This design comes from an exercise in tuning for small area and a short achievable clock period on the open sky130 flow, not from production work. Function was checked by simulation only, so behaviour that the tests miss may differ from the original. No activity file was given, so power comes from the tool's default toggle rates.

run A:
Design multi_channel_snooper, start of the top module:
module multi_channel_snooper
#(
    parameter int NUM_CH      = 4,
    parameter int TDATA_WIDTH = 512,
    parameter int TKEEP_WIDTH = TDATA_WIDTH / 8,
    parameter int CNT_WIDTH   = 20
) (
    input  logic                          clk,
    input  logic                          areset,
    input  logic [NUM_CH*TKEEP_WIDTH-1:0] mon_TKEEP,
    input  logic [NUM_CH-1:0]             mon_TVALID,
    input  logic [NUM_CH-1:0]             mon_TREADY,
    input  logic [NUM_CH-1:0]             mon_TLAST,
    input  logic [NUM_CH-1:0]             ch_enable,
    input  logic                          measure,
    output logic [63:0]                   report_TDATA,
    output logic [7:0]                    report_TKEEP,
    output logic                          report_TVALID,
    input  logic                          report_TREADY,
    output logic                          report_TLAST,
    output logic                          busy,
    output logic [NUM_CH*CNT_WIDTH-1:0]   pkt_size,
    output logic [NUM_CH-1:0]             pkt_size_valid,
    output logic                          measure_sync_out
);
    localparam int NUM_WORDS = 1 + snoop_pkg::WORDS_PER_CH * NUM_CH;
    localparam int IDX_W     = $clog2(NUM_WORDS);
    localparam logic [CNT_WIDTH-1:0] ONES = '1;
    snoop_pkg::state_t    state;
    logic                 clear;
    logic                 in_measure;
    logic [NUM_CH-1:0]    beat;
  ...
Size: roughly 3,400 cells after synthesis, ~550 flip-flops, about 33,000 um2 of cells after synthesis.
==> flow/config.mk <==
export PLATFORM = sky130hd
export DESIGN_NAME = multi_channel_snooper
export DESIGN_NICKNAME = multi_channel_snooper
export VERILOG_FILES = /design/flow/design.v
export SDC_FILE = /design/flow/constraint.sdc
export NUM_CORES = 4
export LEC_CHECK = 0
export CAP_MARGIN = 20
export CORE_MARGIN = 2
export CORE_UTILIZATION = 40
export SLEW_MARGIN = 20
==> flow/constraint.sdc <==
create_clock -name core_clock -period 14.0 [get_ports {clk}]
set_input_delay 2.8000 -clock core_clock [delete_from_list [all_inputs] [get_ports {clk}]]
set_output_delay 2.8000 -clock core_clock [all_outputs]
set_load 0.01 [all_outputs]
standard.sh (not shown) runs the stock make flow with config.mk's settings and CLKGATE_MAP_FILE= SYNTH_SCRIPT=/design/flow/synth_recipe.tcl, a recipe that flattens the netlist after the stock synthesis.
==> flow/flow/run.sh <==
#!/bin/bash
# Layout flow: the standard layout (standard synthesis unchanged), with the port buffers
# made from a small buffer instead of the resizer's default delay cell, timing repair aiming
# for a setup slack of 8 ns at the design's clock, and a leaner clock tree. Every tool's
# output goes to a log file in this folder; ORFS keeps its per-step logs under orfs/logs/.
set -euo pipefail
bash standard.sh synth > synth.log 2>&1
bash standard.sh "BUFFER_PORTS_ARGS=-buffer_cell sky130_fd_sc_hd__buf_1" SETUP_SLACK_MARGIN=8.6 \
    "CTS_ARGS=-sink_clustering_enable -repair_clock_nets -dont_use_dummy_load -sink_clustering_size 24 -sink_clustering_max_diameter 120" finish > layout.log 2>&1
What run B does differently from run A at the input level:
--- a/flow/flow/run.sh
+++ b/flow/flow/run.sh
@@ -7,3 +7,3 @@
 bash standard.sh synth > synth.log 2>&1
-bash standard.sh "BUFFER_PORTS_ARGS=-buffer_cell sky130_fd_sc_hd__buf_1" SETUP_SLACK_MARGIN=8.6 \
+bash standard.sh "BUFFER_PORTS_ARGS=-buffer_cell sky130_fd_sc_hd__buf_1" SETUP_SLACK_MARGIN=7.8 \
     "CTS_ARGS=-sink_clustering_enable -repair_clock_nets -dont_use_dummy_load -sink_clustering_size 24 -sink_clustering_max_diameter 120" finish > layout.log 2>&1
Notes after the runs:
- Global-route met2 utilization in run B is 3.2 points lower than in run A
- In run B, the wire length came out about 8% below the value in run A.
- When run B is measured against run A, its total net switching power turns out about 13% lower.
- The sequential cell area in the final layout number comes out higher for run A vs run B.
- The met1 wire length in run B sits about 4% below the value recorded for run A.
- Static leakage (higher): run A
- Fmax was lower in run B than in run A.
- Run B vs run A — first-iteration detailed-routing DRC count dropped slightly
For run C, these inputs were changed with respect to run B:
--- a/flow/flow/run.sh
+++ b/flow/flow/run.sh
@@ -7,3 +7,3 @@
 bash standard.sh synth > synth.log 2>&1
-bash standard.sh "BUFFER_PORTS_ARGS=-buffer_cell sky130_fd_sc_hd__buf_1" SETUP_SLACK_MARGIN=7.8 \
+bash standard.sh "BUFFER_PORTS_ARGS=-buffer_cell sky130_fd_sc_hd__buf_1" SETUP_SLACK_MARGIN=8.3 TNS_END_PERCENT=5 \
     "CTS_ARGS=-sink_clustering_enable -repair_clock_nets -dont_use_dummy_load -sink_clustering_size 24 -sink_clustering_max_diameter 120" finish > layout.log 2>&1
### Flow results
Global router's overall resource usage of run C is on par with run B. Compared with run B, run C shows a higher portion of total power attributed to combinational logic. Compared with run B, run C shows a lower maximum fanout encountered on the critical timing path. Summary of run C over run B: fmax higher, combined area of the multi-input logic cells grew by about 2%, total grt overflow now sits at about the same level. Comparing final core utilization for run C and run B, the smaller number came from run B. Of run C and run B, run C shows the higher power after layout, with run B below it. The startpoint of the most critical setup path comes out mon_TKEEP[42] in one run and g_ch[1].u_ch.pr[0] in the other, namely in run C and run B respectively. Looking only at hold slack, and setting everything else aside, the lower value of run C and run B goes to run B. The final reports for run C and run B show sum of buffers and inverters on the critical path lower in the former. Re wire length after detailed routing: run C is about 0.8% up on run B.

-- static timing again, ports no longer ideal --
How much do the figures lean on ideal ports? The routed layouts below were timed once more, with nothing changed but the port constraints.
Step 1, drivers: a clkbuf_16 drives clk and a buf_2 each remaining input, both assumed.
Step 2 adds t to the input delays and takes it off the output delays; t is the mean of the earliest and latest rising clock arrival at the registers after step 1. Input paths then give back, and output paths get back, about the clock's delay inside the block.
Slacks: ideal / step 1 / step 2; pairs: ideal / step 1.
run	shift t [ns]	setup WS [ns]	hold slack, ns	slew at the worst register clock pin (ns)
run A	0.681	8.075 / 8.050 / 7.438	0.512 / 0.512 / 0.512	0.11 / 0.11
run B	0.667	7.822 / 7.757 / 7.428	0.496 / 0.496 / 0.496	0.10 / 0.10
run C	0.665	8.092 / 8.029 / 7.461	0.501 / 0.501 / 0.501	0.11 / 0.11
After both steps every run listed still meets setup and hold. The setup slack of run A, which loses most, moves by -0.025 ns with the drivers and by -0.637 ns with both steps.
